This is an optimization exercise on Yosys and OpenROAD, whose aim is small area, a short achievable clock period and few clock cycles per item, not a production implementation.
Function was checked by simulation only, so behaviour that the tests miss may differ from the original.
Power figures rest on the tool's default switching activity, not on a simulated workload.

===== flow/config.mk =====
export PLATFORM = sky130hd
export DESIGN_NAME = trit_dma_top
export DESIGN_NICKNAME = trit_dma_top
export VERILOG_FILES = /design/flow/design.v
export SDC_FILE = /design/flow/constraint.sdc
export NUM_CORES = 4
export LEC_CHECK = 0
export CAP_MARGIN = 20
export CORE_MARGIN = 2
export CORE_UTILIZATION = 65
export CTS_CLUSTER_DIAMETER = 100
export CTS_CLUSTER_SIZE = 30
export SETUP_SLACK_MARGIN = 2.0
export SLEW_MARGIN = 20
export TNS_END_PERCENT = 0

===== flow/constraint.sdc =====
create_clock -name core_clock -period 5.0 [get_ports {i_clk}]
set_input_delay 1.0000 -clock core_clock [delete_from_list [all_inputs] [get_ports {i_clk}]]
set_output_delay 1.0000 -clock core_clock [all_outputs]
set_load 0.01 [all_outputs]

===== flow/design.v =====
`default_nettype none
package trit_dma_pkg;
    typedef logic [128-1:0] mword_t;
    typedef logic [28-1:0] maddr_t;
    typedef logic [32-1:0] sword_t;
    typedef logic [3-1:0] saddr_t;
    typedef logic [1:0] trit_t;
    typedef logic [2*27-1:0] trit_row_t;
    typedef logic [63:0] tick_t;
    typedef enum logic [1:0] {
        IDLE,
        LOAD,
        STORE,
        DONE
    } seq_state_t;
endpackage
`default_nettype wire
`timescale 1ns/1ps
`default_nettype none
module trit_dma_top (
    input  wire                       i_clk,
    input  wire                       i_arst,
    output logic                      o_finish_int,
    input  wire                       i_slave_write,
    input  wire                       i_slave_read,
    input  trit_dma_pkg::saddr_t      i_slave_address,
    input  trit_dma_pkg::sword_t      i_slave_writedata,
    input  wire [32/8-1:0]   i_slave_byteenable,
    output trit_dma_pkg::sword_t      o_slave_readdata,
    output logic                      o_slave_waitrequest,
    output logic                      o_slave_readdatavalid,
    output trit_dma_pkg::maddr_t      o_master_address,
    output logic                      o_master_read,
    output logic                      o_master_write,
    output trit_dma_pkg::mword_t      o_master_writedata,
    output logic [16-1:0]      o_master_byteenable,
    input  wire                       i_master_waitrequest,
    input  trit_dma_pkg::mword_t      i_master_readdata,
    input  wire                       i_master_readdatavalid
);
    localparam int DEPTH = 3;           
    localparam int PTR_W = (DEPTH > 1) ? $clog2(DEPTH) : 1;
    localparam int NB    = 16;
    localparam int LASTW = 6 - 1;
    trit_dma_pkg::sword_t src_reg;
    trit_dma_pkg::sword_t dst_reg;
    trit_dma_pkg::tick_t  tick_cnt;
    logic                 busy;
    logic                 finish;
    logic                 first;      
    logic                 start;
    assign o_slave_waitrequest   = 1'b0;
    assign o_slave_readdatavalid = i_slave_read;
    assign o_finish_int          = finish;
    assign start = i_slave_write && (i_slave_address == 3'd0) &&
                   i_slave_byteenable[0] && i_slave_writedata[1];
    always_ff @(posedge i_clk or posedge i_arst) begin
        if (i_arst) begin
            src_reg <= '0;
            dst_reg <= '0;
        end else if (i_slave_write) begin
            for (int i = 0; i < 32/8; i++) begin
                if (i_slave_byteenable[i]) begin
                    if (i_slave_address == 3'd1) src_reg[8*i +: 8] <= i_slave_writedata[8*i +: 8];
                    if (i_slave_address == 3'd2) dst_reg[8*i +: 8] <= i_slave_writedata[8*i +: 8];
                end
            end
        end
    end
    always_ff @(posedge i_clk or posedge i_arst) begin
        if (i_arst) begin
            tick_cnt <= '0;
        end else if (first) begin
            tick_cnt <= '0;
        end else if (busy) begin
            tick_cnt <= tick_cnt + 1'b1;
        end
    end
    always_comb begin
        case (i_slave_address)
            3'd0:      o_slave_readdata = {30'd0, busy, finish};
            3'd1:     o_slave_readdata = src_reg;
            3'd2:     o_slave_readdata = dst_reg;
            3'd3: o_slave_readdata = tick_cnt[31:0];
            3'd4: o_slave_readdata = tick_cnt[63:32];
            default:         o_slave_readdata = '0;
        endcase
    end
    logic [2:0]       rd_idx;     
    logic [2:0]       wr_idx;     
    logic [1:0]       avail;      
    logic [1:0]       cred;       
    logic             rd_q;
    logic             wr_q;
    logic             rd_acc;
    logic             wr_acc;
    logic             last_wr;
    logic [2:0]       rd_idx_n;
    logic [2:0]       wr_idx_n;
    logic [1:0]       avail_n;
    logic [1:0]       cred_n;
    logic             room_n;
    logic             rd_n;
    logic             wr_n;
    trit_dma_pkg::maddr_t addr_q;     
    assign o_master_read       = rd_q;
    assign o_master_write      = wr_q;
    assign rd_acc              = rd_q && !i_master_waitrequest;
    assign wr_acc              = wr_q && !i_master_waitrequest;
    assign last_wr             = wr_acc && (wr_idx == 3'(LASTW));
    assign o_master_byteenable = {16{1'b1}};
    assign o_master_address    = addr_q;
    assign rd_idx_n = rd_idx + 3'(rd_acc);
    assign wr_idx_n = wr_idx + 3'(wr_acc);
    assign avail_n  = avail + 2'(i_master_readdatavalid) - 2'(wr_acc);
    assign cred_n   = cred - 2'(rd_acc) + 2'(wr_acc);
    assign room_n   = (rd_idx_n != 3'(LASTW + 1)) && (cred_n != 2'd0);
    assign rd_n     = (rd_q && i_master_waitrequest) ||
                      (!(wr_q && i_master_waitrequest) && room_n);
    assign wr_n     = (wr_q && i_master_waitrequest) ||
                      (!(rd_q && i_master_waitrequest) && !room_n && (avail_n != 2'd0));
    always_ff @(posedge i_clk) begin
        if (start) begin
            addr_q <= src_reg[28-1:0];
        end else if (wr_n) begin
            addr_q <= dst_reg[28-1:0] + 28'(wr_idx_n);
        end else begin
            addr_q <= src_reg[28-1:0] + 28'(rd_idx_n);
        end
    end
    always_ff @(posedge i_clk or posedge i_arst) begin
        if (i_arst) begin
            busy   <= 1'b0;
            finish <= 1'b0;
            first  <= 1'b0;
            rd_q   <= 1'b0;
            wr_q   <= 1'b0;
            rd_idx <= '0;
            wr_idx <= '0;
            avail  <= '0;
            cred   <= '0;
        end else begin
            first <= start;
            if (start) begin
                busy   <= 1'b1;
                finish <= 1'b0;
                rd_q   <= 1'b1;
                wr_q   <= 1'b0;
                rd_idx <= '0;
                wr_idx <= '0;
                avail  <= '0;
                cred   <= 2'(DEPTH);
            end else begin
                rd_idx <= rd_idx_n;
                wr_idx <= wr_idx_n;
                avail  <= avail_n;
                cred   <= cred_n;
                if (last_wr) begin
                    busy   <= 1'b0;
                    finish <= 1'b1;
                    rd_q   <= 1'b0;
                    wr_q   <= 1'b0;
                end else if (busy) begin
                    rd_q <= rd_n;
                    wr_q <= wr_n;
                end
            end
        end
    end
    logic [2*NB-1:0]  buf_q [DEPTH];
    logic [DEPTH-1:0] rx_sel;     
    logic [DEPTH-1:0] wr_sel;     
    logic             tail_ok;    
    always_ff @(posedge i_clk or posedge i_arst) begin
        if (i_arst) begin
            rx_sel  <= DEPTH'(1);
            wr_sel  <= DEPTH'(1);
            tail_ok <= 1'b1;
        end else if (start) begin
            rx_sel  <= DEPTH'(1);
            wr_sel  <= DEPTH'(1);
            tail_ok <= 1'b1;
        end else begin
            if (i_master_readdatavalid) rx_sel <= {rx_sel[DEPTH-2:0], rx_sel[DEPTH-1]};
            if (wr_acc) begin
                wr_sel  <= {wr_sel[DEPTH-2:0], wr_sel[DEPTH-1]};
                tail_ok <= (wr_idx != 3'(LASTW - 1));
            end
        end
    end
    always_ff @(posedge i_clk) begin
        for (int e = 0; e < DEPTH; e++) begin
            if (i_master_readdatavalid && rx_sel[e]) begin
                for (int j = 0; j < NB; j++) buf_q[e][2*j +: 2] <= i_master_readdata[8*j +: 2];
            end
        end
    end
    always_comb begin
        logic [1:0] t;
        for (int j = 0; j < NB; j++) begin
            t = '0;
            for (int e = 0; e < DEPTH; e++) begin
                if (wr_sel[e] && (j == 0 || e != (LASTW % DEPTH) || tail_ok)) t = t | buf_q[e][2*j +: 2];
            end
            o_master_writedata[8*j +: 8] = {{6{t[1]}}, t};
        end
    end
endmodule
`default_nettype wire

===== flow/flow/run.sh =====
#!/bin/bash
set -euo pipefail
cd "$(dirname "$0")/.."
bash standard.sh BUFFER_PORTS_ARGS="-buffer_cell sky130_fd_sc_hd__buf_1" finish > standard_flow.log 2>&1

===== flow/standard.sh =====
#!/bin/bash
# synth_recipe.tcl (not shown) runs the flow's synth.tcl, then flattens the netlist and writes it again
# the make line also repeats each setting of config.mk as NAME=value (left out here)
make -C /OpenROAD-flow-scripts/flow DESIGN_CONFIG=/design/flow/config.mk WORK_HOME=/design/flow/orfs CLKGATE_MAP_FILE= SYNTH_SCRIPT=/design/flow/synth_recipe.tcl "${@:-finish}"

==> results.toml, run 1 <==
[timing]
max_freq_mhz = 304
finalCritPeriodShare = 0.658
setup_tns_ps = 0
whs_ps = 519
clock_skew_ps = 43.6
slew_violations = 0
finalSetupViolations = 0
period_minus_slack_ps = 3290
hold_viol_final = 0
relSlewSlack = 0.335
grt_setup_unrepaired = "yes"
tightest_slew_ps = 990

[die]
die-width_um = 150
core_um2 = 21000
rows = 53
die_h_um = 150
dieArea_um2 = 22400
start_util = 0.658
io_pins = 382

[global_routing]
grt_max_degree = 151
track_usage = 0.297
grt_pass1_wl_mm = 51.9
grt_pass1_vias = 9660
antenna_found_initial = 0
overflow = 0

[yosys]
yosysSeqAreaShare = 0.522
synth_seq_cells = 274
async_flop_share = 0.547
ys_types = 73
synth_edf_count = 96
avgSynthCellArea_um2 = 10.9
synth_cells = 1269
synth.top_cell.area_share = 0.267
syn_area_um2 = 13800
synth.area.top_cells = "dfrtp_1, edfxtp_1, buf_4"
synth_flop_cell = "dfrtp_1"
yosys_warnings = 2
netlist.top_cell.by_area = "dfrtp_1"

[finish]
syn_to_final_growth_pct = 9.29
antenna_cells = 0
drive_gt1_frac = 0.123
largest_reg_flops = 96
reg_top3 = "buf_q (96), tick_cnt (64)"
regMostFlops = "buf_q"
nets = 1619

[clocking]
hold_buffers = 0
cts-root-buf = "clkbuf_16"
cts_tree = "yes"
numCtsBuffers = 13
clock_latency_ps = 500
cts.sinks = 274
clk_pin_slew_worst_paths_ps = 110
cts_max_level = 1
clk_path_buf_depth = 3

[routing]
drtIter0Drc = 827
dr.pass1.iters = 6
drc = 0
viasPerCell = 6.10
drtAntennaViolNets = 0
wire_per_inst_um = 20.5
wl_mm = 35.0
vias = 10400

[placement]
dpl.hpwl_mm = 24.2
place.gp.congestion = 0.886
port_buffers = 266

[hold_path]
hold_path.class = "register to register"
hold_end = "rx_sel[2]$_DFFE_PP0P_"
whs_path_depth = 2
hp-start = "rx_sel[2]$_DFFE_PP0P_"

[setup_path]
rrSetupSlack_ps = 1830
startpoint_type = "input pin"
r2r-end = "tick_cnt[43]$_DFFE_PP0P_"
worst-path-max-fanout = 8
worst-setup-path-type = "input pin to output port"
crit_required_ps = 4000
cp-end-kind = "output port"
reg2reg_depth = 6
crit_arrival_ps = 2290
crit_path_start = "i_slave_address[1]"
r2r_start = "tick_cnt[23]$_DFFE_PP0P_"

[outcome]
outcome = "no timing/DRC/antenna violations"

[power]
peakVddDrop_mv = 0.320
leakage_nw = 5.89
p_per_area_nw_per_um2 = 509

[job]
cap_violations = 0
cell families (layout without fill, tap and decap cells):
kind of cell    Yosys count  in the layout  share of synthesized area
simple gates            383            384                      0.137
flops                   274            274                      0.522
buf+inv                 228            377                     0.0943
compound gates          205            205                      0.115
xor+xnor                 89             89                     0.0576
mux                      71             71                     0.0571
fa+ha+maj                17             17                     0.0165
other cells               2             17                   0.000544
per-layer routing:
metal,global-route usage,vias to the layer above,wire length [um]
met5,0,-,0
met3,0.0457,53,2990
met2,0.506,495,17600
li1,-,4802,-
met4,0.0726,0,872
met1,0.403,5080,13600
layout make-up:
type / instances / area (um^2)
flip-flops and latches: 274 / 7210
fillers: 1558 / 5880
multi-input cells: 783 / 5510
repair buffers: 306 / 1440
clock buffers: 18 / 344
well taps: 275 / 344
inverters: 51 / 195
clock inverters: 2 / 38.8
critical path, stage by stage:
cell and delay, ps:
buf_8 120, nor2b_4 130, nor2b_4 320, clkbuf_16 230, a22o_1 170, a221o_1 170
clkbuf_2 150
worst max-delay path by stage:
stage                      endpoint  slack [ps]
4_1_cts         o_slave_readdata[3]        1700
6_report       o_slave_readdata[18]        1710
2_1_floorplan    addr_q[25]$_DFF_P_        1440
3_5_place_dp     addr_q[13]$_DFF_P_         880
3_3_place_gp     addr_q[13]$_DFF_P_         980
5_1_grt          addr_q[13]$_DFF_P_        1710
cells in the final DEF (no fill, tap or decap), drive strengths merged, types with 3 or more instances in the layout:
cell    Yosys  final
dfrtp     147    147
and2       13     14
o22ai       9      9
nand3      40     40
clkbuf     58     25
nor2b       6      6
o21ai      27     27
or2         3      3
nor4       22     22
nor2      109    109
mux2i       9      9
dfxtp      28     28
inv        50     50
a221oi      3      3
edfxtp     96     96
a21oi      44     44
a211oi      3      3
nand4      33     33
nand2b      5      5
or4         3      3
and3       15     15
a221o      31     31
ha         15     15
o22a        4      4
buf       119    299
mux2       62     62
xor2       28     28
a22o       31     31
xnor2      60     60
or3        11     11
nor4b       3      3
dfstp       3      3
a222oi     32     32
nor3       41     41
nand2      72     72
conb        2     17
a31oi       3      3
metrics by stage:
stage | std cells | setup slack [ps] | utilization | instance area [um^2] | power (mW)
finish | 1709 | 1710 | 0.720 | 15100 | 7.67
global route | 1709 | 1710 | 0.720 | 15100 | 8.19
CTS | 1691 | 1700 | 0.704 | 14700 | 7.51
detailed placement | 1669 | 878 | 0.682 | 14300 | 6.28
global placement | 1669 | 981 | 0.682 | 14300 | 6.21
floorplan | 1284 | 1440 | - | 13900 | 5.75
Yosys cell counts (3+ instances only):
cell	count
nand3_1	40
ha_1	15
and2_1	13
and3_1	15
mux2i_1	9
dfxtp_1	28
o21ai_0	26
nand2_1	72
a221o_1	31
mux2_2	62
nor4_1	21
a21oi_1	44
a222oi_1	32
nor4b_1	3
o22a_1	4
edfxtp_1	96
xnor2_1	60
buf_4	114
o22ai_1	9
nor3_1	41
a31oi_1	3
or3_1	11
nand4_1	32
nand2b_1	5
nor2_1	108
xor2_1	28
dfstp_2	3
inv_1	50
dfrtp_1	147
clkbuf_1	58
nor2b_1	6
a22o_1	31
a211oi_1	3
power by group:
part | switching (mW) | internal, mW
logic | 2.07 | 1.31
registers | 0.330 | 2.74
clock network | 0.702 | 0.505
timing repair:
item	CTS	global route
setup endpoints to repair	183	210
resized for setup	22	49
pin swaps	2	6
gates cloned	0	4
setup buffers	2	14
Testbench counts, summed over its fixed seeds: cycles 5,654, transfers 320.
==> inputs of run 2 (changes only) <==
--- a/flow/config.mk
+++ b/flow/config.mk
@@ -9,7 +9,7 @@
 export CORE_MARGIN = 2
 export CORE_UTILIZATION = 65
 export CTS_CLUSTER_DIAMETER = 100
-export CTS_CLUSTER_SIZE = 30
+export CTS_CLUSTER_SIZE = 25
 export SETUP_SLACK_MARGIN = 2.0
 export SLEW_MARGIN = 20
 export TNS_END_PERCENT = 0
==> run 2 against run 1 <==
Highest routed layer unchanged. Design area rose by 0.48%. Utilization rose by 0.35 points. Clock skew fell by 24 ps. Via count rose by 0.57%. Wire length fell by 0.39%. Hold slack got worse by 8.1 ps. Total power rose by 0.57%. Count of clock-buffer cells in the layout rose by 4. Still clean. Die area did not move.
==> results.toml, run 2 <==
[clocking]
clock_latency_ps = 500
cts_max_level = 1
cts.sinks = 274
numCtsBuffers = 14
cts_tree = "yes"
hold_buffers = 0
cts-root-buf = "clkbuf_16"
clk_pin_slew_worst_paths_ps = 90
clk_path_buf_depth = 3

[yosys]
syn_area_um2 = 13800
synth_edf_count = 96
ys_types = 73
synth_common_cells = "dfrtp_1, buf_4, nor2_1, edfxtp_1, nand2_1"
avgSynthCellArea_um2 = 10.9
synth.top_cell.area_share = 0.267
synth_cells = 1269
netlist.top_cell.by_area = "dfrtp_1"
yosysMostFrequentCell = "dfrtp_1"
yosys_warnings = 2
yosysSeqAreaShare = 0.522
synth_flop_cell = "dfrtp_1"
async_flop_share = 0.547
synth.area.top_cells = "dfrtp_1, edfxtp_1, buf_4"
synth_seq_cells = 274

[timing]
relSlewSlack = 0.342
finalSetupViolations = 0
setup_tns_ps = 0
grt_setup_unrepaired = "yes"
clock_skew_ps = 19.8
hold_viol_final = 0
setup_ws_ps = 1750
finalCritPeriodShare = 0.650
period_minus_slack_ps = 3250
max_freq_mhz = 307
tightest_slew_ps = 979
slew_violations = 0
whs_ps = 511

[routing]
drc = 0
dr.pass1.iters = 5
drtIter0Drc = 781
vias = 10500
wire_per_inst_um = 20.3
viasPerCell = 6.13
drtAntennaViolNets = 0
wl_mm = 34.8

[finish]
final_common_cell = "buf_1"
reg_top3 = "buf_q (96), tick_cnt (64)"
nFillCells = 1539
syn_to_final_growth_pct = 9.81
drive_gt1_frac = 0.126
antenna_cells = 0
final_cell_mix = "buf_1, dfrtp_1, nor2_1, edfxtp_1, nand2_1"
nets = 1621
regMostFlops = "buf_q"
largest_reg_flops = 96

[setup_path]
cp-end-kind = "output port"
worst-setup-path-type = "input pin to output port"
crit_arrival_ps = 2250
crit_required_ps = 4000
worst-path-max-fanout = 7
startpoint_type = "input pin"

[outcome]
outcome = "no timing/DRC/antenna violations"

[power]
peakVddDrop_mv = 0.285
seq_power_share = 0.402
clkPwrFrac = 0.161
leakage_nw = 5.93
p_total_mw = 7.71
p_int_mw = 4.62
swShare = 0.401
power.share.combinational = 0.437
switchingPower_mw = 3.09
p_per_area_nw_per_um2 = 509

[die]
core_um2 = 21000
start_util = 0.658
die-width_um = 150
dieArea_um2 = 22400
io_pins = 382
die_h_um = 150
rows = 53

[placement]
place.gp.congestion = 0.886
dpl.hpwl_mm = 24.2
dp_slack_ps = 878
port_buffers = 266

[global_routing]
grt_pass1_vias = 9654
antenna_found_initial = 0
overflow = 0
grt_max_degree = 151
track_usage = 0.296
grt_pass1_wl_mm = 51.8

[hold_path]
hold_path.class = "register to register"

[job]
cap_violations = 0
-- run 2: metal layers --
| layer | GRT usage | vias to the layer above | routed length [um] |
|---|---|---|---|
| li1 | - | 4816 | - |
| met2 | 0.510 | 505 | 17500 |
| met1 | 0.396 | 5114 | 13700 |
| met4 | 0.0759 | 0 | 845 |
| met5 | 0 | - | 0 |
| met3 | 0.0463 | 54 | 2830 |
-- run 2: critical path: stages --
cell       delay, ps
buf_12           120
nor2b_4          120
nor2b_4          310
clkbuf_16        220
a22o_1           160
a221o_1          160
clkbuf_2         150
-- run 2: final cells by class --
| type | count | area (um^2) | area share |
|---|---|---|---|
| flip-flops and latches | 274 | 7210 | 0.476 |
| inverters | 51 | 195 | 0.0129 |
| clock buffers | 22 | 402 | 0.0265 |
| multi-input cells | 783 | 5560 | 0.367 |
| repair buffers | 307 | 1440 | 0.0952 |
| well taps | 275 | 344 | 0.0227 |
-- run 2: cell families after synthesis --
kind of cell    after synthesis  synth area share
compound gates              205             0.115
xor+xnor                     89            0.0576
fa+ha+maj                    17            0.0165
buf+inv                     228            0.0943
flops                       274             0.522
mux                          71            0.0571
other cells                   2          0.000544
simple gates                383             0.137
-- run 2: worst paths after layout --
kind	start	slack, ps	cells after the start	end
max reg2reg	tick_cnt[23]$_DFFE_PP0P_	1920	6	tick_cnt[49]$_DFFE_PP0P_
min	rx_sel[2]$_DFFE_PP0P_	510	2	rx_sel[2]$_DFFE_PP0P_
max	i_slave_address[1]	1750	7	o_slave_readdata[18]
min reg2reg	rx_sel[2]$_DFFE_PP0P_	510	2	rx_sel[2]$_DFFE_PP0P_
min in group asynchronous	i_arst	700	3	tick_cnt[35]$_DFFE_PP0P_
max in group asynchronous	i_arst	3660	3	wr_sel[1]$_DFFE_PP0P_
-- run 2: repair_timing --
action	4_1_cts	5_1_grt
gates resized for setup	26	50
setup endpoints to repair	182	209
hold endpoints to repair	0	0
pin swaps	2	8
gates cloned	0	4
buffers inserted	0	17
-- run 2: power by group through the flow --
| stage | registers (mW) | logic [mW] | clock network (mW) |
|---|---|---|---|
| floorplan | 3.06 | 2.69 | 0 |
| global placement | 3.14 | 3.08 | 0 |
| detailed placement | 3.16 | 3.12 | 0 |
| CTS | 3.11 | 3.17 | 1.26 |
| global route | 3.15 | 3.75 | 1.35 |
| finish | 3.10 | 3.37 | 1.24 |
-- run 2: through the flow --
stage               utilization  instance area (um^2)  instances
floorplan                     -                 13900       1284
global placement          0.682                 14300       1669
detailed placement        0.682                 14300       1669
CTS                       0.705                 14800       1691
global route              0.723                 15200       1712
finish                    0.723                 15200       1712
==> inputs of run 3 (changes only) <==
--- a/flow/config.mk
+++ b/flow/config.mk
@@ -12,4 +12,4 @@
 export CTS_CLUSTER_SIZE = 25
 export SETUP_SLACK_MARGIN = 2.0
 export SLEW_MARGIN = 20
-export TNS_END_PERCENT = 0
+export TNS_END_PERCENT = 5
==> run 3 against run 2 <==
Synthesized cell count unchanged. Non-clock buffer count is 5 higher. Hold slack gained 2.4 ps. Critical endpoint is now o_slave_readdata[4]. Cell count is 0.29% higher. Total power rose by 0.47%.
==> results.toml, run 3 <==
[outcome]
outcome = "no timing/DRC/antenna violations"

[routing]
vias = 10500
viasPerCell = 6.14
drtIter0Drc = 803
wire_per_inst_um = 20.6
wl_mm = 35.3
drtAntennaViolNets = 0
drc = 0
dr.pass1.iters = 7

[finish]
reg_top3 = "buf_q (96), tick_cnt (64)"
nFillCells = 1520
regMostFlops = "buf_q"
final_cell_mix = "buf_1, dfrtp_1, nor2_1, edfxtp_1, nand2_1"
multi_input_area_um2 = 5560
drive_gt1_frac = 0.125
utilization = 0.728
stdcell_area_um2 = 15300
largest_reg_flops = 96
nets = 1626
syn_to_final_growth_pct = 10.6
final_common_cell = "buf_1"
seqCellArea_um2 = 7210
antenna_cells = 0

[hold_path]
hold_path.class = "register to register"
whs_path_depth = 2
hold_end = "rx_sel[2]$_DFFE_PP0P_"
hp-start = "rx_sel[2]$_DFFE_PP0P_"

[clocking]
clk_pin_slew_worst_paths_ps = 90
cts-root-buf = "clkbuf_16"
hold_buffers = 0
cts_tree = "yes"
cts.sinks = 274
clk_path_buf_depth = 3
clock_latency_ps = 500
numCtsBuffers = 14
cts_max_level = 1

[die]
start_util = 0.658
core_um2 = 21000
die_h_um = 150
dieArea_um2 = 22400
rows = 53
die-width_um = 150
io_pins = 382

[setup_path]
worst-setup-path-type = "input pin to output port"
r2r_start = "wr_q$_DFFE_PP0P_"
cp-end-kind = "output port"
r2r-end = "addr_q[18]$_DFF_P_"
reg2reg_depth = 12
crit_path_frequent_cell = "nor2b_4"
critPathTopFamily = "buffers and inverters"
cp_cell_sequence = "buf_8 -> nor2b_4 -> nor2b_4 -> buf_4 -> buf_16 -> a22o_1 -> a221o_1 -> buf_1"
startpoint_type = "input pin"
rrSetupSlack_ps = 1820
max_stage_delay_ps = 300
worst-path-max-fanout = 15
crit_arrival_ps = 2310
critPathSlowestCell = "a221o_1"
crit_required_ps = 4000
critPathBufInv = 4

[yosys]
synth_cells = 1269
synth_edf_count = 96
synth_top_family_by_area = "simple AND/OR/NAND/NOR gates"
synthMuxAreaShare = 0.0571
synth_seq_cells = 274
yosysSeqAreaShare = 0.522
synth.top_cell.area_share = 0.267
syn_area_um2 = 13800
synth-adder-area-share = 0.0165
yosys_warnings = 2
synthSimpleGateAreaFrac = 0.137
netlist.top_cell.by_area = "dfrtp_1"
yosysMostFrequentCell = "dfrtp_1"
avgSynthCellArea_um2 = 10.9
synth_common_cells = "dfrtp_1, buf_4, nor2_1, edfxtp_1, nand2_1"
synth_flop_cell = "dfrtp_1"
synth_compound_area_frac = 0.115
synth_xor_area_frac = 0.0576
async_flop_share = 0.547
ys_types = 73
synth.area.top_cells = "dfrtp_1, edfxtp_1, buf_4"

[global_routing]
grt_pass1_vias = 9847
grt_max_degree = 151
overflow = 0
grt_pass1_wl_mm = 53.3
track_usage = 0.306
antenna_found_initial = 0

[timing]
period_minus_slack_ps = 3310
max_freq_mhz = 302
setup_tns_ps = 0
clock_skew_ps = 19.2
hold_viol_final = 0
relSlewSlack = 0.328
slew_violations = 0
grt_setup_unrepaired = "yes"
tightest_slew_ps = 1000
finalCritPeriodShare = 0.662
finalSetupViolations = 0

[placement]
port_buffers = 266
place.gp.congestion = 0.886
placed_cell_area_um2 = 14300
dpl.hpwl_mm = 24.2

[power]
p_total_mw = 7.75
p_per_area_nw_per_um2 = 508
leakage_nw = 6.00
peakVddDrop_mv = 0.277

[job]
cap_violations = 0
-- run 3: logic make-up (layout without fill, tap and decap cells) --
family,after synthesis,after routing
mux,71,71
simple gates,383,384
xor+xnor,89,89
compound gates,205,205
other cells,2,17
flops,274,274
buf+inv,228,385
fa+ha+maj,17,17
-- run 3: layer usage --
metal,vias up,GRT usage,part of all wire
met3,72,0.0503,0.080
met4,0,0.0948,0.029
li1,4823,-,-
met2,501,0.531,0.50
met1,5138,0.398,0.39
met5,-,0,0
-- run 3: worst register-to-register path: cells and delay by family, from the launching register on --
family	cells	cell delay, ps
AO/OA/AOI/OAI	3	460
XOR/XNOR	2	350
adder cells (fa/ha/maj)	3	720
buffers and inverters	1	140
flip-flops	1	460
AND/OR/NAND/NOR	3	980
-- run 3: stage by stage --
step	worst slack [ps]	cells	hold slack, ps
3_3_place_gp	981	1669	488
6_report	1690	1717	513
5_1_grt	1670	1717	537
3_5_place_dp	878	1669	495
4_1_cts	1730	1704	516
2_1_floorplan	1440	1284	474
-- run 3: area by class of cell --
type                            count  area share
Sequential cell                   274       0.473
Multi-Input combinational cell    783       0.364
Timing Repair Buffer              312       0.101
Clock buffer                       22      0.0263
Tap cell                          275      0.0226
Inverter                           51      0.0130
-- run 3: worst max path at each step --
stage / startpoint / endpoint / depth (start not counted)
floorplan: i_master_waitrequest / addr_q[25]$_DFF_P_ / 11
global placement: i_master_waitrequest / addr_q[13]$_DFF_P_ / 13
detailed placement: i_master_waitrequest / addr_q[13]$_DFF_P_ / 13
CTS: wr_sel[1]$_DFFE_PP0P_ / o_master_writedata[89] / 4
global route: i_slave_address[2] / o_slave_readdata[3] / 8
finish: i_slave_address[2] / o_slave_readdata[4] / 8
-- run 3: power by group --
group	leakage, nW	internal (mW)	total, mW	switching, mW
Sequential	3.03	2.74	3.09	0.342
Clock	0.193	0.560	1.24	0.681
Combinational	2.77	1.34	3.42	2.08
-- run 3: repair_timing --
item                       4_1_cts  5_1_grt
pin swaps                       12        4
resized for setup               58       16
gates cloned                     4        1
setup endpoints to repair      182      206
buffers inserted                 9       12
==> inputs of run 4 (changes only) <==
--- a/flow/config.mk
+++ b/flow/config.mk
@@ -7,9 +7,9 @@
 export LEC_CHECK = 0
 export CAP_MARGIN = 20
 export CORE_MARGIN = 2
-export CORE_UTILIZATION = 65
+export CORE_UTILIZATION = 75
 export CTS_CLUSTER_DIAMETER = 100
 export CTS_CLUSTER_SIZE = 25
 export SETUP_SLACK_MARGIN = 2.0
 export SLEW_MARGIN = 20
-export TNS_END_PERCENT = 5
+export TNS_END_PERCENT = 0
==> run 4 against run 3 <==
Still clean on timing, DRC and antenna. Flip-flop and latch count stayed put. Cell count shrank 3.1%. Design area shrank 1.8%. Area after synthesis unchanged. Combinational power shrank 2%. Total power shrank 0.79%.
==> results.toml, run 4 <==
[outcome]
outcome = "no timing/DRC/antenna violations"

[timing]
slew_violations = 0
clock_skew_ps = 10.1
grt_setup_unrepaired = "yes"
finalCritPeriodShare = 0.657
setup_tns_ps = 0
max_freq_mhz = 304
relSlewSlack = 0.364
hold_viol_final = 0
tightest_slew_ps = 945
whs_ps = 521
period_minus_slack_ps = 3290
finalSetupViolations = 0

[hold_path]
hold_path.class = "register to register"

[job]
cap_violations = 0

[yosys]
netlist.top_cell.by_area = "dfrtp_1"
synth-adder-area-share = 0.0165
ys_types = 73
synth_common_cells = "dfrtp_1, buf_4, nor2_1, edfxtp_1, nand2_1"
synth_seq_cells = 274
async_flop_share = 0.547
synthMuxAreaShare = 0.0571
yosys_warnings = 2
synth_xor_area_frac = 0.0576
synth.top_cell.area_share = 0.267
yosysSeqAreaShare = 0.522
synth_edf_count = 96
syn_area_um2 = 13800
synth_flop_cell = "dfrtp_1"
yosysMostFrequentCell = "dfrtp_1"
synth_compound_area_frac = 0.115
synth_cells = 1269
synthSimpleGateAreaFrac = 0.137
avgSynthCellArea_um2 = 10.9
synth.area.top_cells = "dfrtp_1, edfxtp_1, buf_4"
synth_top_family_by_area = "simple AND/OR/NAND/NOR gates"

[finish]
drive_gt1_frac = 0.114
regMostFlops = "buf_q"
utilization = 0.831
syn_to_final_growth_pct = 8.55
nets = 1617
largest_reg_flops = 96
reg_top3 = "buf_q (96), tick_cnt (64)"
antenna_cells = 0
stdcell_count = 1664
final_cell_mix = "buf_1, dfrtp_1, nor2_1, edfxtp_1, nand2_1"
final_common_cell = "buf_1"

[clocking]
clock_latency_ps = 480
cts.sinks = 274
cts_max_level = 1
cts_tree = "yes"
cts-root-buf = "clkbuf_16"
clk_path_buf_depth = 3
clk_pin_slew_worst_paths_ps = 90
numCtsBuffers = 14

[routing]
vias = 10600
drc = 0
drtIter0Drc = 921
dr.pass1.iters = 8
viasPerCell = 6.37
wire_per_inst_um = 21.1
drtAntennaViolNets = 0
wl_mm = 35.0

[setup_path]
cp-end-kind = "output port"
crit_arrival_ps = 2290
r2r-end = "addr_q[18]$_DFF_P_"
r2r_start = "wr_q$_DFFE_PP0P_"
worst-setup-path-type = "input pin to output port"
reg2reg_depth = 12
critPathSlowestCell = "a221o_1"
worst-path-max-fanout = 8
crit_path_frequent_cell = "nor2b_4"
cp_cell_sequence = "buf_8 -> nor2b_4 -> nor2b_4 -> buf_12 -> buf_16 -> a22o_1 -> a221o_1 -> buf_1"
rrSetupSlack_ps = 1900
crit_path_end = "o_slave_readdata[13]"
crit_path_start = "i_slave_address[2]"
max_stage_delay_ps = 310
startpoint_type = "input pin"
crit_required_ps = 4000

[die]
io_pins = 382
die_h_um = 140
rows = 49
start_util = 0.765
dieArea_um2 = 19500
die-width_um = 140
core_um2 = 18000

[power]
leakage_nw = 5.89
p_per_area_nw_per_um2 = 513
p_total_mw = 7.69
peakVddDrop_mv = 0.593

[global_routing]
overflow = 0
track_usage = 0.349
grt_pass1_wl_mm = 53.8
antenna_found_initial = 0
grt_max_degree = 151
grt_pass1_vias = 9883

[placement]
port_buffers = 266
dpl.hpwl_mm = 24.7
place.gp.congestion = 0.983
dp.cells = 1622
-- run 4: routing by layer --
| layer | wire length (um) | vias to the layer above | global-route usage |
|---|---|---|---|
| li1 | - | 4801 | - |
| met1 | 13300 | 5170 | 0.461 |
| met2 | 17700 | 552 | 0.603 |
| met3 | 2800 | 76 | 0.0447 |
| met4 | 1240 | 0 | 0.124 |
| met5 | 0 | - | 0 |
-- run 4: critical path: cells and delay by family --
family,cells,cell delay [ps]
AO/OA/AOI/OAI,2,490
buffers and inverters,4,530
AND/OR/NAND/NOR,2,260
-- run 4: cell type report --
cell class              count  area (um^2)
clock buffers              24          409
repair buffers            304         1390
fillers                  1067         3050
flip-flops and latches    274         7210
multi-input cells         782         5490
inverters                  51          195
well taps                 229          287
-- run 4: what timing repair did --
item	4_1_cts	5_1_grt
hold buffers	0	0
pin swaps	3	4
setup endpoints to repair	185	200
gates resized for setup	29	22
buffers inserted	6	10
cloned	1	1
-- run 4: how the worst min path moves through the flow --
| stage | from | endpoint | slack [ps] | cells past startpoint |
|---|---|---|---|---|
| final | rx_sel[2]$_DFFE_PP0P_ | rx_sel[2]$_DFFE_PP0P_ | 520 | 2 |
| after global routing | src_reg[29]$_DFFE_PP0P_ | src_reg[29]$_DFFE_PP0P_ | 550 | 1 |
| after CTS | src_reg[31]$_DFFE_PP0P_ | src_reg[31]$_DFFE_PP0P_ | 520 | 1 |
| after detailed placement | src_reg[31]$_DFFE_PP0P_ | src_reg[31]$_DFFE_PP0P_ | 500 | 1 |
| after global placement | rx_sel[2]$_DFFE_PP0P_ | rx_sel[2]$_DFFE_PP0P_ | 490 | 2 |
| after floorplan | rx_sel[2]$_DFFE_PP0P_ | rx_sel[2]$_DFFE_PP0P_ | 470 | 2 |
-- run 4: kinds of logic (layout without fill, tap and decap cells) --
group,count (synthesis),count (layout)
AOI/OAI and AO/OA,205,205
buffers and inverters,228,379
xor gates and xnor gates,89,89
other,2,17
adders and majority gates,17,17
DFF,274,274
muxes,71,71
and+or+nand+nor,383,383
-- run 4: report_power, final --
part           switching, mW  internal, mW  leakage [nW]  total [mW]
Sequential             0.365          2.74          3.03        3.11
Combinational           2.08          1.27          2.66        3.34
Clock                  0.665         0.566         0.195        1.23
-- run 4: through the flow --
| step | setup WS [ps] | area (um^2) |
|---|---|---|
| final | 1710 | 15000 |
| after global routing | 1680 | 15000 |
| after CTS | 1690 | 14800 |
| after detailed placement | 907 | 14200 |
| after global placement | 973 | 14200 |
| after floorplan | 1440 | 13900 |
==> inputs of run 5 (changes only) <==
--- a/flow/config.mk
+++ b/flow/config.mk
@@ -7,9 +7,7 @@
 export LEC_CHECK = 0
 export CAP_MARGIN = 20
 export CORE_MARGIN = 2
-export CORE_UTILIZATION = 75
-export CTS_CLUSTER_DIAMETER = 100
-export CTS_CLUSTER_SIZE = 25
+export CORE_UTILIZATION = 40
 export SETUP_SLACK_MARGIN = 2.0
 export SLEW_MARGIN = 20
 export TNS_END_PERCENT = 0
==> run 5 against run 4 <==
Critical path depth did not move. Area after synthesis did not move. Total power rose by 15%. Still clean on timing, DRC and antenna.
==> results.toml, run 5 <==
[outcome]
outcome = "no timing/DRC/antenna violations"

[die]
core_um2 = 34300
io_pins = 382
rows = 68
die-width_um = 190
dieArea_um2 = 36000
die_h_um = 190
start_util = 0.402

[finish]
largest_reg_flops = 96
nets = 1625
final_common_cell = "buf_1"
stdcell_area_um2 = 15900
syn_to_final_growth_pct = 15.1
antenna_cells = 0
final_cell_mix = "buf_1, dfrtp_1, nor2_1, edfxtp_1, nand2_1"
drive_gt1_frac = 0.125
reg_top3 = "buf_q (96), tick_cnt (64)"
regMostFlops = "buf_q"
nFillCells = 3270

[routing]
wire_per_inst_um = 19.4
dr.pass1.iters = 5
vias = 10400
viasPerCell = 5.42
drtIter0Drc = 770
wl_mm = 37.2
drc = 0
drtAntennaViolNets = 0

[clocking]
cts.sinks = 274
cts_max_level = 1
numCtsBuffers = 30
hold_buffers = 0
clk_pin_slew_worst_paths_ps = 60
cts-root-buf = "clkbuf_16"
clk_path_buf_depth = 3
clock_latency_ps = 570
cts_tree = "yes"

[yosys]
avgSynthCellArea_um2 = 10.9
synth.area.top_cells = "dfrtp_1, edfxtp_1, buf_4"
netlist.top_cell.by_area = "dfrtp_1"
synth_seq_cells = 274
ys_types = 73
yosys_warnings = 2
synth_edf_count = 96
yosysMostFrequentCell = "dfrtp_1"
yosysSeqAreaShare = 0.522
syn_area_um2 = 13800
synth_common_cells = "dfrtp_1, buf_4, nor2_1, edfxtp_1, nand2_1"
async_flop_share = 0.547
synth_flop_cell = "dfrtp_1"
synth.top_cell.area_share = 0.267
synth_cells = 1269

[power]
p_per_area_nw_per_um2 = 557
seq_power_share = 0.354
swShare = 0.373
power.share.combinational = 0.368
p_int_mw = 5.54
clkPwrFrac = 0.278
leakage_nw = 6.17
peakVddDrop_mv = 0.330
switchingPower_mw = 3.30

[setup_path]
worst-setup-path-type = "input pin to output port"
worst-path-max-fanout = 8
crit_path_frequent_cell = "buf_12"
startpoint_type = "input pin"
critPathSlowestCell = "a221o_1"
crit_arrival_ps = 2360
reg2reg_depth = 12
cp-end-kind = "output port"
cp_cell_sequence = "buf_12 -> nor2b_4 -> nor2b_4 -> buf_12 -> buf_12 -> a22o_1 -> a221o_1 -> buf_2"
critPathBufInv = 4
critPathTopFamily = "compound AO/OA/AOI/OAI gates"
rrSetupSlack_ps = 1800
max_stage_delay_ps = 330
r2r-end = "addr_q[13]$_DFF_P_"
r2r_start = "rd_q$_DFFE_PP0P_"
crit_required_ps = 4000

[timing]
hold_viol_final = 0
max_freq_mhz = 298
finalCritPeriodShare = 0.672
setup_tns_ps = 0
clock_skew_ps = 25.6
slew_violations = 0
tightest_slew_ps = 1060
finalSetupViolations = 0
grt_setup_unrepaired = "yes"
period_minus_slack_ps = 3360
setup_ws_ps = 1640
relSlewSlack = 0.287

[job]
cap_violations = 0

[placement]
port_buffers = 266
placed_cell_area_um2 = 14500
dp_slack_ps = 823
place.gp.congestion = 0.888
dpl.hpwl_mm = 26.6

[global_routing]
grt_max_degree = 92
antenna_found_initial = 0
overflow = 0
track_usage = 0.200
grt_pass1_vias = 9975
grt_pass1_wl_mm = 56.0

[hold_path]
hold_path.class = "input pin to asynchronous set/reset pin"
## run 5: cell counts after synthesis
No cell type changed its count.
## run 5: cells by family after synthesis
logic type	after synthesis	synth area share
compound gates	205	0.115
mux	71	0.0571
fa+ha+maj	17	0.0165
buf+inv	228	0.0943
simple gates	383	0.137
xor+xnor	89	0.0576
flops	274	0.522
other cells	2	0.000544
## run 5: worst max-delay path by stage
stage,from,depth (start not counted),slack (ps),end
global route,i_master_waitrequest,13,1600,addr_q[13]$_DFF_P_
floorplan,i_master_waitrequest,11,1440,addr_q[25]$_DFF_P_
global placement,i_master_waitrequest,13,870,addr_q[7]$_DFF_P_
CTS,i_slave_address[2],7,1660,o_slave_readdata[16]
finish,i_slave_address[2],8,1640,o_slave_readdata[13]
detailed placement,i_master_waitrequest,13,820,addr_q[7]$_DFF_P_
## run 5: area by class of cell
class	instances	area, um^2	share of cell area
multi-input combinational	782	5460	0.344
inverter	51	195	0.0123
sequential	274	7210	0.454
timing repair buffer	296	1340	0.0844
clock inverter	21	347	0.0218
tap	455	569	0.0358
clock buffer	34	766	0.0482
## run 5: timing repair
item / in CTS / in global routing
cloned: 1 / 1
gates resized for setup: 31 / 9
endpoints found under the setup margin: 187 / 189
buffers inserted: 1 / 3
pin swaps: 1 / 2
## run 5: power groups by stage
stage / clock, mW / sequential [mW] / combinational, mW
2_1_floorplan: 0 / 3.06 / 2.69
3_3_place_gp: 0 / 3.15 / 3.15
3_5_place_dp: 0 / 3.17 / 3.18
4_1_cts: 2.51 / 3.13 / 3.24
5_1_grt: 2.60 / 3.19 / 3.61
6_report: 2.46 / 3.13 / 3.26
## run 5: layer usage
layer  global-route usage  share of wire
met5                    0              0
met4               0.0722          0.034
met3               0.0317          0.059
met2                0.340           0.48
met1                0.260           0.42
## run 5: stage by stage
step,instances,hold slack (ps),total power [mW],utilization
final,1913,453,8.84,0.463
after floorplan,1284,474,5.75,-
after global routing,1913,482,9.40,0.463
after global placement,1852,488,6.31,0.424
after detailed placement,1852,499,6.35,0.424
after CTS,1909,457,8.88,0.460
==> inputs of run 6 (changes only) <==
--- a/flow/config.mk
+++ b/flow/config.mk
@@ -10,4 +10,4 @@
 export CORE_UTILIZATION = 40
 export SETUP_SLACK_MARGIN = 2.0
 export SLEW_MARGIN = 20
-export TNS_END_PERCENT = 0
+export TNS_END_PERCENT = 30
==> run 6 against run 5 <==
Still clean on timing, DRC and antenna. Total power up 7.9%. First-iteration DRC count up 10%. Clock power about the same. Synthesized cell count unchanged. Setup slack better by 56 ps. Wire length up 5.0%. Maximum frequency up 1.7%. Count of clock-buffer cells in the layout unchanged. Die area unchanged. Flip-flop and latch count unchanged. Critical path type unchanged. Critical endpoint is now o_slave_readdata[8]. Largest power group unchanged.
==> results.toml, run 6 <==
[outcome]
outcome = "no timing/DRC/antenna violations"

[finish]
final_common_cell = "buf_1"
antenna_cells = 0
regMostFlops = "buf_q"
nets = 1658
final_cell_mix = "buf_1, dfrtp_1, nor2_1, edfxtp_1, nand2_1"
reg_top3 = "buf_q (96), tick_cnt (64)"
drive_gt1_frac = 0.191
syn_to_final_growth_pct = 21.0
nFillCells = 3166
largest_reg_flops = 96
stdcell_area_um2 = 16700
stdcell_count = 1946

[yosys]
yosysSeqAreaShare = 0.522
synth.top_cell.area_share = 0.267
synth_seq_cells = 274
netlist.top_cell.by_area = "dfrtp_1"
syn_area_um2 = 13800
synth_common_cells = "dfrtp_1, buf_4, nor2_1, edfxtp_1, nand2_1"
synth_cells = 1269
synth_edf_count = 96
yosysMostFrequentCell = "dfrtp_1"
synth.area.top_cells = "dfrtp_1, edfxtp_1, buf_4"
yosys_warnings = 2
ys_types = 73
async_flop_share = 0.547
synth_flop_cell = "dfrtp_1"
avgSynthCellArea_um2 = 10.9

[timing]
tightest_slew_ps = 1100
clock_skew_ps = 25.1
slew_violations = 0
relSlewSlack = 0.259
period_minus_slack_ps = 3300
grt_setup_unrepaired = "yes"
finalSetupViolations = 0
hold_viol_final = 0
finalCritPeriodShare = 0.660
setup_tns_ps = 0
whs_ps = 452
max_freq_mhz = 303

[setup_path]
crit_required_ps = 4000
worst-path-max-fanout = 7
crit_arrival_ps = 2300
cp-end-kind = "output port"
crit_path_frequent_cell = "nor2b_4"
r2r_start = "tick_cnt[6]$_DFFE_PP0P_"
worst-setup-path-type = "input pin to output port"
max_stage_delay_ps = 320
crit_path_start = "i_slave_address[2]"
startpoint_type = "input pin"
cp_cell_sequence = "buf_8 -> nor2b_4 -> nor2b_4 -> buf_6 -> buf_16 -> a22o_1 -> a221o_1 -> buf_2"
critPathSlowestCell = "a221o_1"

[routing]
drtAntennaViolNets = 0
drc = 0
viasPerCell = 5.45
wire_per_inst_um = 20.1
drtIter0Drc = 847
dr.pass1.iters = 5
vias = 10600
wl_mm = 39.0

[die]
rows = 68
die-width_um = 190
die_h_um = 190
start_util = 0.402
io_pins = 382
core_um2 = 34300
dieArea_um2 = 36000

[global_routing]
antenna_found_initial = 0
overflow = 0
track_usage = 0.209
grt_max_degree = 92
grt_pass1_wl_mm = 57.9
grt_pass1_vias = 10100

[power]
peakVddDrop_mv = 0.343
p_total_mw = 9.54
leakage_nw = 6.62
p_per_area_nw_per_um2 = 571

[clocking]
clk_pin_slew_worst_paths_ps = 60
hold_buffers = 0
cts_tree = "yes"
clock_latency_ps = 570
clk_path_buf_depth = 3
cts_max_level = 1
numCtsBuffers = 30
cts-root-buf = "clkbuf_16"
cts.sinks = 274

[job]
cap_violations = 0

[placement]
place.gp.congestion = 0.888
placed_cell_area_um2 = 14500
dp.cells = 1852
port_buffers = 266
dpl.hpwl_mm = 26.6

[hold_path]
hold_path.class = "input pin to asynchronous set/reset pin"
-- run 6: layer usage --
layer / part of all wire / vias to the layer above / global-route usage
li1: - / 4909 / -
met1: 0.41 / 5196 / 0.264
met2: 0.50 / 417 / 0.365
met3: 0.058 / 85 / 0.0312
met4: 0.035 / 0 / 0.0698
met5: 0 / - / 0
-- run 6: layout make-up --
class | instances | area (um^2) | share of cell area
multi-input combinational | 782 | 5650 | 0.339
clock buffer | 34 | 766 | 0.0459
inverter | 51 | 200 | 0.0120
timing repair buffer | 329 | 1950 | 0.117
clock inverter | 21 | 347 | 0.0208
tap | 455 | 569 | 0.0341
sequential | 274 | 7210 | 0.432
-- run 6: kinds of logic after synthesis --
family / synth area share
and+or+nand+nor: 0.137
DFF: 0.522
buffers and inverters: 0.0943
AOI/OAI and AO/OA: 0.115
xor gates and xnor gates: 0.0576
muxes: 0.0571
adders and majority gates: 0.0165
other: 0.000544
-- run 6: path summary, 6_finish.rpt --
check / to / slack [ps] / depth (start not counted)
max in group asynchronous: wr_sel[1]$_DFFE_PP0P_ / 3600 / 3
min in group core_clock: rx_sel[2]$_DFFE_PP0P_ / 510 / 2
worst min register to register: rx_sel[2]$_DFFE_PP0P_ / 510 / 2
worst max-delay path: o_slave_readdata[8] / 1700 / 8
worst max register to register: tick_cnt[54]$_DFFE_PP0P_ / 2090 / 6
worst min-delay path: tick_cnt[6]$_DFFE_PP0P_ / 450 / 2
-- run 6: stage by stage --
stage | utilization | worst slack (ps)
2_1_floorplan | - | 1440
3_3_place_gp | 0.424 | 867
3_5_place_dp | 0.424 | 823
4_1_cts | 0.475 | 1680
5_1_grt | 0.487 | 1680
6_report | 0.487 | 1700
-- run 6: critical path: cells and delay by family --
family	cells	cell delay, ps
simple gates	2	280
compound gates	2	510
buf+inv	4	520
-- run 6: repair_timing --
action	CTS	global route
resized for setup	86	91
cloned	6	3
endpoints found under the setup margin	187	191
hold endpoints to repair	0	0
pin swaps	14	30
setup buffers	18	12
-- run 6: power breakdown --
| group | total [mW] | switching, mW | leakage, nW | internal [mW] |
|---|---|---|---|---|
| sequential | 3.11 | 0.353 | 3.03 | 2.75 |
| clock | 2.46 | 0.902 | 0.533 | 1.56 |
| combinational | 3.97 | 2.26 | 3.05 | 1.71 |
==> inputs of run 7 (changes only) <==
--- a/flow/config.mk
+++ b/flow/config.mk
@@ -8,6 +8,6 @@
 export CAP_MARGIN = 20
 export CORE_MARGIN = 2
 export CORE_UTILIZATION = 40
-export SETUP_SLACK_MARGIN = 2.0
+export SETUP_SLACK_MARGIN = 2.3
 export SLEW_MARGIN = 20
 export TNS_END_PERCENT = 30
==> run 7 against run 6 <==
Clock skew shrank 11 ps. Global-route usage increased by 0.060 points. Combinational power barely moved. Cell count about the same. Critical path depth did not move. Area after synthesis unchanged. Utilization about the same. Critical endpoint is now o_slave_readdata[14]. Count of clock-buffer cells in the layout rose by 9. Wire length up 0.49%. Clock power shrank 9.8%. Sequential power about the same.
==> results.toml, run 7 <==
[yosys]
ys_types = 73
netlist.top_cell.by_area = "dfrtp_1"
synth_cells = 1269
yosys_warnings = 2
synth_seq_cells = 274
yosysSeqAreaShare = 0.522
synth_common_cells = "dfrtp_1, buf_4, nor2_1, edfxtp_1, nand2_1"
yosysMostFrequentCell = "dfrtp_1"
syn_area_um2 = 13800
synth.area.top_cells = "dfrtp_1, edfxtp_1, buf_4"
synth_edf_count = 96
avgSynthCellArea_um2 = 10.9
synth.top_cell.area_share = 0.267
async_flop_share = 0.547
synth_flop_cell = "dfrtp_1"

[routing]
dr.pass1.iters = 6
vias = 10700
viasPerCell = 5.48
drc = 0
drtIter0Drc = 730
drtAntennaViolNets = 0
wl_mm = 39.2
wire_per_inst_um = 20.2

[global_routing]
antenna_found_initial = 0
grt_pass1_wl_mm = 58.3
grt_max_degree = 66
overflow = 0
grt_pass1_vias = 9904
track_usage = 0.209

[power]
leakage_nw = 6.64
p_per_area_nw_per_um2 = 557
p_total_mw = 9.31
peakVddDrop_mv = 0.353

[placement]
dp_slack_ps = 1020
place.gp.congestion = 0.888
placed_cell_area_um2 = 14600
port_buffers = 266
dpl.hpwl_mm = 26.4

[finish]
regMostFlops = "buf_q"
syn_to_final_growth_pct = 21.1
seqCellArea_um2 = 7210
final_common_cell = "buf_1"
nFillCells = 3102
multi_input_area_um2 = 5770
reg_top3 = "buf_q (96), tick_cnt (64)"
final_cell_mix = "buf_1, dfrtp_1, nor2_1, edfxtp_1, nand2_1"
stdcell_area_um2 = 16700
utilization = 0.487
drive_gt1_frac = 0.197
largest_reg_flops = 96
antenna_cells = 0
nets = 1656

[timing]
setup_ws_ps = 1680
grt_setup_unrepaired = "yes"
finalCritPeriodShare = 0.664
finalSetupViolations = 0
max_freq_mhz = 301
slew_violations = 0
setup_tns_ps = 0
tightest_slew_ps = 967
clock_skew_ps = 14.0
period_minus_slack_ps = 3320
hold_viol_final = 0
relSlewSlack = 0.350

[die]
dieArea_um2 = 36000
die-width_um = 190
core_um2 = 34300
start_util = 0.402
io_pins = 382
rows = 68
die_h_um = 190

[outcome]
outcome = "no timing/DRC/antenna violations"

[clocking]
clock_latency_ps = 560
cts-root-buf = "clkbuf_16"
cts_tree = "yes"
hold_buffers = 0
cts_max_level = 1
cts.sinks = 274
numCtsBuffers = 30
clk_pin_slew_worst_paths_ps = 60
clk_path_buf_depth = 3

[setup_path]
crit_required_ps = 4000
crit_arrival_ps = 2320
max_stage_delay_ps = 310
crit_path_frequent_cell = "nor2b_4"
cp-end-kind = "output port"
worst-setup-path-type = "input pin to output port"
cp_cell_sequence = "buf_8 -> nor2b_4 -> nor2b_4 -> buf_12 -> buf_16 -> a22o_1 -> a221o_1 -> buf_2"
startpoint_type = "input pin"
critPathSlowestCell = "a221o_1"
worst-path-max-fanout = 8

[hold_path]
hold_path.class = "input pin to asynchronous set/reset pin"

[job]
cap_violations = 0
-- run 7: metrics by stage --
step	hold WS [ps]	instances
3_3_place_gp	487	1851
5_1_grt	415	1945
6_report	413	1945
4_1_cts	511	1934
2_1_floorplan	474	1284
3_5_place_dp	498	1851
-- run 7: critical path: cells and delay by family --
kind	cells	cell delay [ps]
and+or+nand+nor	2	280
AOI/OAI and AO/OA	2	500
buffers and inverters	4	540
-- run 7: kinds of logic after synthesis --
family	Yosys count	share of synthesized area
simple gates	383	0.137
flops	274	0.522
other cells	2	0.000544
compound gates	205	0.115
xor+xnor	89	0.0576
buf+inv	228	0.0943
fa+ha+maj	17	0.0165
mux	71	0.0571
-- run 7: area by class of cell --
type | count | share of cell area
tap | 455 | 0.0341
inverter | 51 | 0.0118
clock inverter | 13 | 0.00891
clock buffer | 43 | 0.0509
sequential | 274 | 0.431
multi-input combinational | 782 | 0.346
timing repair buffer | 327 | 0.117
-- run 7: repair_timing --
action | in CTS | in global routing
gates resized for setup | 102 | 81
endpoints found under the setup margin | 212 | 228
pin swaps | 27 | 17
gates cloned | 5 | 4
buffers inserted | 22 | 6
-- run 7: metal layers --
layer	GRT usage	up-vias	routed length (um)
li1	-	4906	-
met1	0.268	5231	15900
met2	0.360	442	19500
met3	0.0367	80	2680
met4	0.0680	0	1170
met5	0	-	0
-- run 7: final timing paths --
| kind | startpoint | end | slack, ps | cells past startpoint |
|---|---|---|---|---|
| worst max-delay path | i_slave_address[2] | o_slave_readdata[14] | 1680 | 8 |
| worst min-delay path | i_arst | tick_cnt[33]$_DFFE_PP0P_ | 410 | 2 |
| worst max register to register | rd_q$_DFFE_PP0P_ | addr_q[9]$_DFF_P_ | 2070 | 12 |
| worst min register to register | src_reg[29]$_DFFE_PP0P_ | src_reg[29]$_DFFE_PP0P_ | 510 | 1 |
| max in group asynchronous | i_arst | dst_reg[29]$_DFFE_PP0P_ | 3790 | 3 |
| min in group core_clock | src_reg[29]$_DFFE_PP0P_ | src_reg[29]$_DFFE_PP0P_ | 510 | 1 |
-- run 7: power breakdown --
part | internal, mW | leakage (nW) | switching, mW | total, mW
clock | 1.34 | 0.490 | 0.889 | 2.22
sequential | 2.75 | 3.03 | 0.352 | 3.10
combinational | 1.73 | 3.12 | 2.25 | 3.98
==> inputs of run 8 (changes only) <==
--- a/flow/config.mk
+++ b/flow/config.mk
@@ -7,7 +7,9 @@
 export LEC_CHECK = 0
 export CAP_MARGIN = 20
 export CORE_MARGIN = 2
-export CORE_UTILIZATION = 40
+export CORE_UTILIZATION = 65
+export CTS_CLUSTER_DIAMETER = 100
+export CTS_CLUSTER_SIZE = 25
 export SETUP_SLACK_MARGIN = 2.3
 export SLEW_MARGIN = 20
-export TNS_END_PERCENT = 30
+export TNS_END_PERCENT = 0
==> run 8 against run 7 <==
Sequential power hardly changed. Die area down 38%. Wire length decreased by 14%. Still clean on timing, DRC and antenna. Highest routed layer unchanged.
==> results.toml, run 8 <==
[timing]
finalSetupViolations = 0
setup_tns_ps = 0
relSlewSlack = 0.342
finalCritPeriodShare = 0.662
clock_skew_ps = 16.6
setup_ws_ps = 1690
tightest_slew_ps = 978
grt_setup_unrepaired = "yes"
slew_violations = 0
period_minus_slack_ps = 3310
hold_viol_final = 0
max_freq_mhz = 302

[global_routing]
met3_usage = 0.0393
grt_pass1_wl_mm = 52.4
track_usage = 0.299
met1_usage = 0.408
grt_pass1_vias = 9587
antenna_found_initial = 0
grt_max_degree = 151
overflow = 0
busiest_layer = "met2"
grt_use_met2 = 0.511

[routing]
drc = 0
wire_per_inst_um = 19.9
dr.pass1.iters = 5
viasPerCell = 6.07
drtAntennaViolNets = 0
vias = 10300
drtIter0Drc = 828
wl_mm = 33.9

[setup_path]
worst-path-max-fanout = 8
cp_cell_sequence = "buf_8 -> nor2b_4 -> nor2b_4 -> buf_6 -> buf_12 -> a22o_1 -> a221o_1 -> buf_1"
crit_arrival_ps = 2310
cp-end-kind = "output port"
max_stage_delay_ps = 320
critPathSlowestCell = "a221o_1"
worst-setup-path-type = "input pin to output port"
startpoint_type = "input pin"
crit_required_ps = 4000
crit_path_frequent_cell = "nor2b_4"

[yosys]
yosysSeqAreaShare = 0.522
synth_flop_cell = "dfrtp_1"
synth_seq_cells = 274
synth_cells = 1269
netlist.top_cell.by_area = "dfrtp_1"
ys_types = 73
synth.area.top_cells = "dfrtp_1, edfxtp_1, buf_4"
syn_area_um2 = 13800
avgSynthCellArea_um2 = 10.9
yosys_warnings = 2
synth_common_cells = "dfrtp_1, buf_4, nor2_1, edfxtp_1, nand2_1"
synth_edf_count = 96
async_flop_share = 0.547
yosysMostFrequentCell = "dfrtp_1"
synth.top_cell.area_share = 0.267

[finish]
syn_to_final_growth_pct = 8.74
largest_reg_flops = 96
antenna_cells = 0
utilization = 0.716
nets = 1605
final_cell_mix = "buf_1, dfrtp_1, nor2_1, edfxtp_1, nand2_1"
stdcell_area_um2 = 15000
final_common_cell = "buf_1"
reg_top3 = "buf_q (96), tick_cnt (64)"
drive_gt1_frac = 0.110
regMostFlops = "buf_q"

[die]
io_pins = 382
start_util = 0.658
die-width_um = 150
dieArea_um2 = 22400
core_um2 = 21000
rows = 53
die_h_um = 150

[clocking]
clk_pin_slew_worst_paths_ps = 90
hold_buffers = 0
cts-root-buf = "clkbuf_16"
numCtsBuffers = 14
clk_path_buf_depth = 3
clock_latency_ps = 490
cts_max_level = 1
cts.sinks = 274
cts_tree = "yes"

[placement]
place.gp.congestion = 0.906
port_buffers = 266
dpl.hpwl_mm = 23.7
placed_cell_area_um2 = 14400
dp_slack_ps = 1040

[power]
p_per_area_nw_per_um2 = 505
peakVddDrop_mv = 0.297
leakage_nw = 5.83

[job]
cap_violations = 0

[hold_path]
hold_path.class = "register to register"

[outcome]
outcome = "no timing/DRC/antenna violations"
-- run 8: cell counts after synthesis --
Identical to the previous run, type by type.
-- run 8: metrics by stage --
step / hold WS [ps] / total power [mW] / std cells
final: 513 / 7.58 / 1698
after global routing: 542 / 8.11 / 1698
after CTS: 521 / 7.60 / 1698
after detailed placement: 499 / 6.35 / 1667
after global placement: 489 / 6.28 / 1667
after floorplan: 474 / 5.83 / 1284
-- run 8: report_power, final --
group          switching, mW  internal (mW)  total, mW
logic                   1.99           1.23       3.22
registers              0.373           2.74       3.11
clock network          0.682          0.566       1.25
total                   3.04           4.54       7.58
-- run 8: repair_timing --
item | CTS | global route
setup endpoints to repair | 215 | 227
gates cloned | 3 | 0
pin swaps | 2 | 2
setup buffers | 4 | 0
resized for setup | 31 | 8
-- run 8: worst paths after layout --
kind	from	end	slack [ps]	depth (start not counted)
max in group asynchronous	i_arst	src_reg[9]$_DFFE_PP0P_	3660	3
worst max register to register	wr_q$_DFFE_PP0P_	addr_q[26]$_DFF_P_	1980	12
worst max-delay path	i_slave_address[2]	o_slave_readdata[13]	1690	8
worst min-delay path	rx_sel[2]$_DFFE_PP0P_	rx_sel[2]$_DFFE_PP0P_	510	2
min in group asynchronous	i_arst	tick_cnt[1]$_DFFE_PP0P_	700	3
worst min register to register	rx_sel[2]$_DFFE_PP0P_	rx_sel[2]$_DFFE_PP0P_	510	2
-- run 8: layout make-up --
cell class	instances	area (um^2)
Sequential cell	274	7200
Fill cell	1591	5950
Multi-Input combinational cell	782	5540
Timing Repair Buffer	292	1320
Clock buffer	24	409
Tap cell	275	344
Inverter	51	195
-- run 8: layer usage --
layer	vias to the layer above	routed length (um)
li1	4768	-
met1	5033	13400
met2	451	17000
met3	52	2660
met4	0	869
met5	-	0
-- run 8: cell families (layout without fill, tap and decap cells) --
family / Yosys count / count (layout) / synth area share
AOI/OAI and AO/OA: 205 / 205 / 0.115
xor gates and xnor gates: 89 / 89 / 0.0576
adders and majority gates: 17 / 17 / 0.0165
buffers and inverters: 228 / 367 / 0.0943
DFF: 274 / 274 / 0.522
muxes: 71 / 71 / 0.0571
other: 2 / 17 / 0.000544
and+or+nand+nor: 383 / 383 / 0.137
-- run 8: critical path, delay by kind of cell --
| family | cells | cell delay [ps] |
|---|---|---|
| buf+inv | 4 | 530 |
| compound gates | 2 | 510 |
| simple gates | 2 | 260 |
==> inputs of run 9 (changes only) <==
--- a/flow/config.mk
+++ b/flow/config.mk
@@ -10,6 +10,6 @@
 export CORE_UTILIZATION = 65
 export CTS_CLUSTER_DIAMETER = 100
 export CTS_CLUSTER_SIZE = 25
-export SETUP_SLACK_MARGIN = 2.3
+export SETUP_SLACK_MARGIN = 1.9
 export SLEW_MARGIN = 20
-export TNS_END_PERCENT = 0
+export TNS_END_PERCENT = 100
==> run 9 against run 8 <==
Non-clock buffer count increased by 25. Register-to-register slack improved by 140 ps. Global-route usage decreased by 0.38 points. First-iteration DRC count increased by 0.48%. Largest power group unchanged.
==> results.toml, run 9 <==
[finish]
final_cell_mix = "buf_1, dfrtp_1, nor2_1, edfxtp_1, nand2_1"
regMostFlops = "buf_q"
utilization = 0.740
nets = 1631
syn_to_final_growth_pct = 12.5
drive_gt1_frac = 0.157
antenna_cells = 0
multi_input_area_um2 = 5730
final_common_cell = "buf_1"
nFillCells = 1494
seqCellArea_um2 = 7210
largest_reg_flops = 96
reg_top3 = "buf_q (96), tick_cnt (64)"

[clocking]
numCtsBuffers = 14
cts.sinks = 274
clk_pin_slew_worst_paths_ps = 90
clock_latency_ps = 490
cts-root-buf = "clkbuf_16"
clk_path_buf_depth = 3
cts_max_level = 1
cts_tree = "yes"

[power]
p_per_area_nw_per_um2 = 509
clkPwrFrac = 0.157
peakVddDrop_mv = 0.294
switchingPower_mw = 3.14
p_int_mw = 4.76
leakage_nw = 6.14
swShare = 0.397
p_total_mw = 7.90
seq_power_share = 0.397
power.share.combinational = 0.446

[global_routing]
antenna_found_initial = 0
track_usage = 0.295
overflow = 0
grt_pass1_wl_mm = 51.5
grt_max_degree = 151
grt_pass1_vias = 9518

[routing]
wire_per_inst_um = 19.9
wl_mm = 34.4
viasPerCell = 6.05
vias = 10400
drtIter0Drc = 832
drtAntennaViolNets = 0
drc = 0
dr.pass1.iters = 5

[yosys]
yosysMostFrequentCell = "dfrtp_1"
synth_common_cells = "dfrtp_1, buf_4, nor2_1, edfxtp_1, nand2_1"
async_flop_share = 0.547
netlist.top_cell.by_area = "dfrtp_1"
synth_edf_count = 96
synth.area.top_cells = "dfrtp_1, edfxtp_1, buf_4"
syn_area_um2 = 13800
yosysSeqAreaShare = 0.522
avgSynthCellArea_um2 = 10.9
synth_seq_cells = 274
yosys_warnings = 2
synth.top_cell.area_share = 0.267
synth_cells = 1269
ys_types = 73
synth_flop_cell = "dfrtp_1"

[timing]
slew_violations = 0
tightest_slew_ps = 923
max_freq_mhz = 303
grt_setup_unrepaired = "yes"
relSlewSlack = 0.380
finalSetupViolations = 0
finalCritPeriodShare = 0.660
clock_skew_ps = 24.4
period_minus_slack_ps = 3300
hold_viol_final = 0
setup_tns_ps = 0
setup_ws_ps = 1700

[placement]
dp_slack_ps = 839
place.gp.congestion = 0.949
port_buffers = 266
dpl.hpwl_mm = 23.5

[outcome]
outcome = "no timing/DRC/antenna violations"

[setup_path]
worst-path-max-fanout = 7
startpoint_type = "input pin"
crit_arrival_ps = 2300
worst-setup-path-type = "input pin to output port"
cp-end-kind = "output port"
crit_required_ps = 4000

[die]
io_pins = 382
die-width_um = 150
die_h_um = 150
start_util = 0.658
rows = 53
dieArea_um2 = 22400
core_um2 = 21000

[job]
cap_violations = 0

[hold_path]
hold_path.class = "register to register"
[run 9: metrics by stage]
step	hold WS (ps)	instances	cell area, um^2
after floorplan	474	1284	14100
after global placement	490	1669	14500
after detailed placement	497	1669	14500
after CTS	520	1708	15200
after global routing	535	1723	15500
final	515	1723	15500
[run 9: critical path: stages]
cell and delay [ps]:
buf_8 100, nor2b_4 120, nor2b_4 150, buf_12 140, clkbuf_16 150, a22o_1 180
a221o_1 300, buf_1 140
[run 9: final timing paths]
check,endpoint,start,cells past startpoint,slack (ps)
max,o_slave_readdata[13],i_slave_address[2],8,1700
min,src_reg[28]$_DFFE_PP0P_,src_reg[28]$_DFFE_PP0P_,1,520
max reg2reg,addr_q[13]$_DFF_P_,rd_q$_DFFE_PP0P_,12,2120
min reg2reg,src_reg[28]$_DFFE_PP0P_,src_reg[28]$_DFFE_PP0P_,1,520
max in group asynchronous,wr_sel[1]$_DFFE_PP0P_,i_arst,3,3630
min in group asynchronous,tick_cnt[0]$_DFFE_PP0P_,i_arst,3,700
[run 9: cell families after synthesis]
| kind of cell | share of synthesized area |
|---|---|
| AND/OR/NAND/NOR | 0.137 |
| other | 0.000544 |
| multiplexers | 0.0571 |
| AO/OA/AOI/OAI | 0.115 |
| XOR/XNOR | 0.0576 |
| adder cells (fa/ha/maj) | 0.0165 |
| flip-flops | 0.522 |
| buffers and inverters | 0.0943 |
[run 9: power by group through the flow]
stage	registers, mW	clock network, mW	logic, mW
floorplan	3.07	0	2.86
global placement	3.15	0	3.19
detailed placement	3.17	0	3.23
CTS	3.13	1.26	3.33
global route	3.19	1.34	3.88
finish	3.13	1.24	3.52
[run 9: timing repair]
| item | in CTS | in global routing |
|---|---|---|
| cloned | 3 | 3 |
| pin swaps | 9 | 17 |
| gates resized for setup | 39 | 51 |
| hold buffers | 0 | 0 |
| buffers inserted | 13 | 12 |
| setup endpoints to repair | 182 | 78 |
[run 9: per-layer routing]
| metal | vias to the layer above | global-route usage | wire length [um] |
|---|---|---|---|
| met2 | 426 | 0.498 | 17000 |
| met1 | 5092 | 0.403 | 13800 |
| met5 | - | 0 | 0 |
| met4 | 0 | 0.0830 | 888 |
| li1 | 4843 | - | - |
| met3 | 60 | 0.0427 | 2640 |
[run 9: layout make-up]
class,instances,share of cell area
sequential,274,0.465
multi-input combinational,783,0.369
tap,275,0.0222
inverter,51,0.0127
timing repair buffer,317,0.105
clock buffer,23,0.0261

## static timing again, ports no longer ideal
In the flow no input, the clock included, has a driving cell. The finished layouts below were timed again as built, in two steps.
Step 1 assumes that a clkbuf_16 drives the clock port and a buf_2 every other input.
Step 2 times the ports against the registers' clock, not the clock port: input delays grow and output delays shrink by t, the midpoint of the rising clock arrivals with the driver on.
Three values: ideal, step 1, step 2; two values: the first two.
| run | shift t [ns] | setup slack, ns | hold WS [ns] |
|---|---|---|---|
| run 1 | 0.526 | 1.708 / 1.655 / 1.312 | 0.519 / 0.519 / 0.519 |
| run 2 | 0.538 | 1.748 / 1.679 / 1.269 | 0.511 / 0.511 / 0.511 |
| run 3 | 0.536 | 1.691 / 1.650 / 1.261 | 0.513 / 0.513 / 0.513 |
| run 4 | 0.528 | 1.713 / 1.673 / 1.261 | 0.521 / 0.521 / 0.521 |
| run 5 | 0.605 | 1.642 / 1.595 / 1.149 | 0.453 / 0.426 / 0.503 |
| run 6 | 0.606 | 1.698 / 1.659 / 1.423 | 0.452 / 0.425 / 0.506 |
| run 7 | 0.608 | 1.679 / 1.640 / 1.419 | 0.413 / 0.381 / 0.507 |
| run 8 | 0.534 | 1.689 / 1.650 / 1.272 | 0.513 / 0.513 / 0.513 |
| run 9 | 0.532 | 1.698 / 1.659 / 1.466 | 0.515 / 0.515 / 0.515 |
After both steps setup and hold are still met in every run listed. For run 5, which loses most, drivers alone change the setup slack by -0.047 ns; drivers and shift together by -0.493 ns.
